Source: an optimization exercise on an open RTL-to-GDS flow (aim: small area and a short achievable clock period). Production flows keep margins and buffers that such runs may drop.
Only simulation tests tie the RTL to the original design; equivalence was not proved.

==> flow/design.v, too long to show whole: its modules and the start of the top module <==
// module bf_front: 1148 lines
// module bf_back: 189 lines
// module bf_enc: 10 lines
// module box_axis: 28 lines
// module bbox_raster: 161 lines
module bbox_raster #(
    parameter int SIGFIG     = 24,
    parameter int RADIX      = 10,
    parameter int PIPE_DEPTH = 3
) (
    input  logic                     clk,
    input  logic                     arst_n,
    input  logic [3*SIGFIG-1:0]      tri_x,
    input  logic [3*SIGFIG-1:0]      tri_y,
    input  logic                     tri_valid,
    input  logic                     halt_n,
    input  logic signed [SIGFIG-1:0] screen_x,
    input  logic signed [SIGFIG-1:0] screen_y,
    input  logic [3:0]               msaa_mode,
    output logic [3*SIGFIG-1:0]      out_tri_x,
    output logic [3*SIGFIG-1:0]      out_tri_y,
    output logic signed [SIGFIG-1:0] box_ll_x,
    output logic signed [SIGFIG-1:0] box_ll_y,
    output logic signed [SIGFIG-1:0] box_ur_x,
    output logic signed [SIGFIG-1:0] box_ur_y,
    output logic                     out_valid
);
  // ...
==> flow/flow/run.sh <==
#!/bin/bash
set -euo pipefail
MARGIN=$(cat flow/margin.txt)
KNOBS=(SETUP_SLACK_MARGIN=$MARGIN "BUFFER_PORTS_ARGS=-buffer_cell sky130_fd_sc_hd__buf_2")
RES=orfs/results/$FLOW_PLATFORM/bbox_raster/base
bash standard.sh "${KNOBS[@]}" synth > make_synth.log 2>&1
cp $RES/1_2_yosys.v $RES/1_2_yosys.standard.v
python3 flow/fixpol.py $RES/1_2_yosys.v > fixpol.log 2>&1
rm -f $RES/1_synth.odb $RES/1_synth.sdc
bash standard.sh "${KNOBS[@]}" finish > make_finish.log 2>&1
==> flow/flow/fixpol.py <==
#!/usr/bin/env python3
"""Inverter clean-up around full adders in a flat Yosys netlist.

Synthesis maps the adder tree to sky130 fa cells but often leaves an inverter
between one adder's output and the next adder's input.  A full adder is
self-dual: FA(~a, ~b, ~c) = (~sum, ~cout).  So an adder whose inputs come from
inverters can take the inverters' inputs instead and hand out complemented
outputs; inverters that then sit on its outputs cancel.  This script flips
adders one at a time whenever that removes more inverters than it adds, until
no flip helps.  Registers and everything else are left as they are.

Usage: fixpol.py NETLIST.v   (rewrites the file in place)
"""
import re
import sys

FA = 'sky130_fd_sc_hd__fa_1'
INV = re.compile(r'sky130_fd_sc_hd__(inv|clkinv)_\d+$')

path = sys.argv[1]
text = open(path).read()
m = re.search(r'(module\s+(\w+)\s*\(.*?\);)(.*?)(endmodule)', text, re.S)
head, body = text[:m.start(3)], m.group(3)
tail = text[m.end(3):]

# Split the body into declarations/assigns and cell instances.
inst_re = re.compile(r'^\s*(sky130_fd_sc_hd__\w+)\s+(\S+)\s*\((.*?)\);\s*$', re.S | re.M)
cells = {}
order = []
for im in inst_re.finditer(body):
    ctype, name, pins = im.group(1), im.group(2), im.group(3)
    pm = {}
    for p, n in re.findall(r'\.(\w+)\(([^()]*)\)', pins):
        pm[p] = n.strip()
    cells[name] = [ctype, pm]
    order.append(name)
other = inst_re.sub('', body)
# Nets named in assigns or port declarations are never renamed or freed.
fixed = set()
for a in re.findall(r'assign\s+(.*?);', other, re.S):
    for t in re.findall(r'[\\]?[\w$.\[\]]+', a):
        fixed.add(t.strip())
portnames = set(re.findall(r'(?:input|output|inout)\s+(?:\[[^\]]*\]\s*)?([\w$\\]+)', other))


def is_fixed(n):
    base = n.split('[')[0].strip()
    return n in fixed or base in portnames or n.startswith("1'") or n in fixed


OUTS = ('X', 'Y', 'Q', 'Q_N', 'SUM', 'COUT', 'HI', 'LO')
newid = [0]


def build():
    drv, loads = {}, {}
    for name, (t, pm) in cells.items():
        for p, n in pm.items():
            if p in OUTS:
                drv[n] = (name, p)
            else:
                loads.setdefault(n, []).append((name, p))
    return drv, loads


def inv_of(n, drv):
    """If n is driven by an inverter, that inverter's name and input."""
    d = drv.get(n)
    if d and INV.match(cells[d[0]][0]):
        return d[0], cells[d[0]][1]['A']
    return None


def existing_inv(n, loads):
    for (c, p) in loads.get(n, []):
        if INV.match(cells[c][0]) and not is_fixed(cells[c][1]['Y']):
            return c
    return None


def gain(fa, drv, loads):
    t, pm = cells[fa]
    g = 0
    for p in ('A', 'B', 'CIN'):
        n = pm[p]
        iv = inv_of(n, drv)
        if iv:
            if len(loads.get(n, [])) == 1 and not is_fixed(n):
                g += 1
        elif not existing_inv(n, loads):
            g -= 1
    for p in ('SUM', 'COUT'):
        n = pm[p]
        ls = loads.get(n, [])
        invl = [c for (c, q) in ls if INV.match(cells[c][0]) and not is_fixed(cells[c][1]['Y'])]
        rest = len(ls) - len(invl)
        g += len(invl)
        if rest or is_fixed(n):
            g -= 1
    return g


def fresh():
    newid[0] += 1
    return f'_pol{newid[0]}_'


def flip(fa, drv, loads):
    t, pm = cells[fa]
    for p in ('A', 'B', 'CIN'):
        n = pm[p]
        iv = inv_of(n, drv)
        if iv:
            pm[p] = iv[1]
            if len(loads.get(n, [])) == 1 and not is_fixed(n):
                del cells[iv[0]]
        else:
            e = existing_inv(n, loads)
            if e:
                pm[p] = cells[e][1]['Y']
            else:
                nn, ni = fresh(), fresh()
                cells[ni] = ['sky130_fd_sc_hd__inv_1', {'A': n, 'Y': nn}]
                pm[p] = nn
    for p in ('SUM', 'COUT'):
        n = pm[p]
        ls = loads.get(n, [])
        nn = fresh()
        pm[p] = nn          # now carries ~n
        invl = [c for (c, q) in ls if INV.match(cells[c][0]) and not is_fixed(cells[c][1]['Y'])]
        rest = [(c, q) for (c, q) in ls if c not in invl]
        for c in invl:
            y = cells[c][1]['Y']
            for (c2, q2) in loads.get(y, []):
                if c2 in cells:
                    cells[c2][1][q2] = nn
            del cells[c]
        if rest or is_fixed(n):
            cells[fresh()] = ['sky130_fd_sc_hd__inv_1', {'A': nn, 'Y': n}]


def count_inv():
    return sum(1 for (t, pm) in cells.values() if INV.match(t))


before = count_inv()
changed = True
passes = 0
while changed and passes < 50:
    changed = False
    passes += 1
    drv, loads = build()
    for fa in [c for c in list(cells) if c in cells and cells[c][0] == FA]:
        if fa not in cells:
            continue
        if gain(fa, drv, loads) > 0:
            flip(fa, drv, loads)
            drv, loads = build()
            changed = True
after = count_inv()

# Declare the new nets and write the netlist back.
decl = ''.join(f'  wire {n};\n' for n in sorted(
    {n for (t, pm) in cells.values() for n in pm.values() if n.startswith('_pol')}))
out = []
for name, (t, pm) in cells.items():
    pins = ',\n'.join(f'    .{p}({n}{" " if n.startswith(chr(92)) else ""})' for p, n in pm.items())
    out.append(f'  {t} {name} (\n{pins}\n  );\n')
open(path, 'w').write(head + decl + other + ''.join(out) + tail)
print(f'fixpol: inverters {before} -> {after} in {passes} passes')
==> flow/flow/margin.txt <==
9.8
==> flow/standard.sh <==
#!/bin/bash
# synth_recipe.tcl (not shown) runs the flow's synth.tcl, then flattens the netlist and writes it again
# the make line also repeats each setting of config.mk as NAME=value (left out here)
make -C /OpenROAD-flow-scripts/flow DESIGN_CONFIG=/design/flow/config.mk WORK_HOME=/design/flow/orfs CLKGATE_MAP_FILE= SYNTH_SCRIPT=/design/flow/synth_recipe.tcl "${@:-finish}"
==> flow/config.mk <==
export PLATFORM = sky130hd
export DESIGN_NAME = bbox_raster
export DESIGN_NICKNAME = bbox_raster
export VERILOG_FILES = /design/flow/design.v
export SDC_FILE = /design/flow/constraint.sdc
export NUM_CORES = 4
export LEC_CHECK = 0
export ABC_AREA = 1
export CAP_MARGIN = 20
export CORE_MARGIN = 2
export CORE_UTILIZATION = 40
export CTS_BUF_LIST = sky130_fd_sc_hd__clkbuf_8 sky130_fd_sc_hd__clkbuf_16
export CTS_CLUSTER_DIAMETER = 150
export CTS_CLUSTER_SIZE = 22
export SLEW_MARGIN = 20
==> flow/constraint.sdc <==
create_clock -name core_clock -period 14.0 [get_ports {clk}]
set_input_delay 2.8000 -clock core_clock [delete_from_list [all_inputs] [get_ports {clk}]]
set_output_delay 2.8000 -clock core_clock [all_outputs]
set_load 0.01 [all_outputs]
==> impl_metrics.tcl, run 1 <==
set metrics [dict create \
    drtIter0Drc 5864 \
    rr_endpoint "s2_bf[39]$_DFFE_PP_" \
    cp.depth 11 \
    clockBufferDepth 3 \
    tap_cells 2218 \
    hold_end "s2_sy[13]$_DFFE_PP_" \
    crit_end "s1_c_two[9]$_DFFE_PP_" \
    buffers 539 \
    syn_to_final_growth_pct 10.7 \
    coreArea_mm2 0.170 \
    antenna_found_initial 22 \
    dr.pass1.iters 6 \
    outcome "timing/DRC/antenna clean" \
    largest_class "multi-input combinational cells" \
    fin_nets 7536 \
    worstRegToRegCells 7 \
    clk_pin_slew_ps 90 \
    r2r_slack_ps 9860 \
    period_needed_ps 4180 \
    grt_start_max_net_pins 94 \
    syn_avg_cell_area_um2 11.2 \
    gr-usage-met1_pct 32.7 \
    setup_violations 0 \
    finalHoldViolCount 0 \
    stdcell_area_mm2 0.0759 \
    postCtsSetupBuffers 11 \
    track_usage_pct 24.4 \
    dieHeight_um 418 \
    seq_cells 998 \
    fill_cells 15700 \
    grt_util_met2_pct 37.9 \
    worstMarginPinSlew_ps 1210 \
    critPathLaunchType "input pin" \
    clock_cell_area_share_pct 1.90 \
    htree_levels 2 \
    path_cells "buf_2 > inv_1 > ha_1 > a21oi_2 > o21a_1 > a21boi_0 > nand3_1 > nand2_1 > nand2_1 > nand3_1 > nand2_1" \
    dp_hpwl_um 162000 \
    crit_required_ps 14450 \
]
==> inputs of run 2 (changes only) <==
==> flow/flow/margin.txt (replaced) <==
9.9
==> run 2 against run 1 <==
Effect of this change:
- synthesized area stayed put
- count of clock-buffer cells in the layout stayed put
- first-iteration DRC count is 2.0% lower
- critical path depth is 10 lower
- hold slack better by 0.82 ps
- design area is 1.2% higher
- critical path type is now reg -> out
==> impl_metrics.tcl, run 2 <==
set metrics [dict create \
    outcome "timing/DRC/antenna clean" \
    placed_area_mm2 0.0729 \
    io_pins 441 \
    final_cell_mix "edfxtp_1, inv_1, nand2_1, xor2_1, fa_1" \
    dieHeight_um 418 \
    max_freq_mhz 242 \
    fin_nets 7564 \
    dr.pass1.iters 6 \
    utilization_pct 45.2 \
    fin_setup_tns_ps 0 \
    wl_um 219000 \
    track_usage_pct 24.5 \
    cpPeakStageDelay_ps 460 \
    syn_avg_cell_area_um2 11.2 \
    remaining_drc_errors 0 \
    syn_to_final_growth_pct 12.0 \
    die_width_um 418 \
    syn-cell-area_mm2 0.0686 \
    slew_viol_final 0 \
    slew_headroom_pct 17.3 \
    ys_warn_count 2 \
    grt_pass1_vias 48800 \
    critical_path_buf_inv_count 1 \
    critPathCaptureType "output port" \
    largest_register_ffs 244 \
    dp_hpwl_um 162000 \
    rsz0062_at_grt "yes" \
    critPathLaunchType "flop" \
    netlist_instances 6141 \
    gr-total-overflow 0 \
    hold_class "reg -> reg" \
    io_buffers 426 \
    crit_type "reg -> out" \
    worstMarginPinSlew_ps 1240 \
    cts_hold_buffers 0 \
    critical_path.max_fanout 1 \
    dieArea_mm2 0.175 \
    drive_gt1_share_pct 14.8 \
    rows 151 \
    final_cells 8707 \
    setup_violations 0 \
    clockBufferDepth 3 \
    stdcell_area_mm2 0.0768 \
    dp_cells 8563 \
    wl_per_cell_um 25.2 \
    grt_start_max_net_pins 94 \
    coreArea_mm2 0.170 \
    slowest_stage "edfxtp_1" \
    vias 49400 \
    antenna_found_initial 22 \
    clockRootBuffer "clkbuf_16" \
    htree_levels 2 \
    vias_per_cell 5.67 \
    clk-insertion-delay-late_ps 710 \
    crit_required_ps 11200 \
    clock_skew_ps 49.9 \
    drtIter0Drc 5746 \
    ant_nets 0 \
    cts_tree "done" \
    cts_buffers 52 \
    finalHoldViolCount 0 \
    period_needed_ps 4140 \
    cap_viol_max_count 0 \
    final_common_cell "edfxtp_1" \
    top_register "s2_bf" \
    initial_utilization_pct 40.4 \
    path_cells "buf_2" \
    critical-path-top-delay-family "flip-flops" \
    grt_pass1_wl_um 319000 \
    cts_sinks 998 \
    gp_congestion 0.964 \
    period_share_pct 29.6 \
    arrival_ps 1340 \
    clk_pin_slew_ps 90 \
]
[run 2: worst register-to-register path, stage by stage (launching register included)]
cell      delay [ps]
edfxtp_1         410
fa_1             560
fa_1             450
fa_1             560
fa_1             440
ha_1             310
nand4_1          120
buf_6            150
nor2_4           170
nand3_4          160
nor2_2           130
nand2_2          100
nand3_1          110
nand2_2           70
nand2_4          140
nand2_2           80
nand2_1           60
[run 2: path summary, 6_finish.rpt]
kind / slack (ps) / depth (start not counted) / endpoint / from
max in group asynchronous: 12000 / 1 / v3$_DFFE_PN0P_ / arst_n
worst max register to register: 9920 / 16 / v3$_DFFE_PN0P_ / s2_bf[162]$_DFFE_PP_
worst max-delay path: 9860 / 1 / box_ll_x[11] / s3_llx[11]$_SDFFCE_PN0P_
worst min-delay path: 420 / 0 / s2_sx[10]$_DFFE_PP_ / s1_sx[10]$_DFFE_PP_
worst min register to register: 420 / 0 / s2_sx[10]$_DFFE_PP_ / s1_sx[10]$_DFFE_PP_
min in group asynchronous: 1880 / 1 / v1$_DFFE_PN0P_ / arst_n
[run 2: layout make-up]
cell class	count	area [um^2]
fill	15600	93100
multi-input combinational	4050	36100
sequential	998	30000
timing repair buffer	566	3500
inverter	790	3000
tap	2218	2780
clock buffer	52	1300
clock inverter	20	144
antenna	13	32.5
[run 2: timing repair]
action                                  in CTS  in global routing
pin swaps                                   52                 72
gates resized for setup                    189                246
endpoints found under the hold margin        0                  0
cloned                                       4                  1
endpoints found under the setup margin     828                450
buffers inserted                            21                 33
[run 2: routing by layer]
metal / global-route usage (%) / share of wire (%)
met2: 38.1 / 45
met5: 0 / 0.032
met4: 11.8 / 5.5
met3: 5.20 / 9.9
met1: 32.7 / 39
[run 2: per-stage QoR]
stage | hold WS (ps) | worst slack (ps)
finish | 418 | 9860
global placement | 400 | 7760
global route | 424 | 9800
CTS | 419 | 9800
detailed placement | 405 | 7680
floorplan | 400 | 6630

-- afterwards: timing with drivers on the ports --
How much do the figures lean on ideal ports? The routed layouts below were timed once more, with nothing changed but the port constraints. Step 1 assumes that a clkbuf_16 drives the clock port and a buf_2 every other input. Step 2 times the ports against the registers' clock, not the clock port: input delays grow and output delays shrink by t, the midpoint of the rising clock arrivals with the driver on. Slacks: ideal ports / drivers / drivers and shift; pairs: ideal ports / drivers.
run	t (ns)	setup WS [ns]	worst setup path after step 2	clock arrival spread, ns	worst register clock-pin slew, ns
run 1	0.774	9.819 / 9.773 / 9.108	input to register	0.049 / 0.049	0.10 / 0.10
run 2	0.778	9.861 / 9.772 / 9.124	input to register	0.050 / 0.050	0.10 / 0.10
After both steps every run listed still meets setup and hold. For run 2, which loses most, drivers alone change the setup slack by -0.089 ns; drivers and shift together by -0.737 ns.
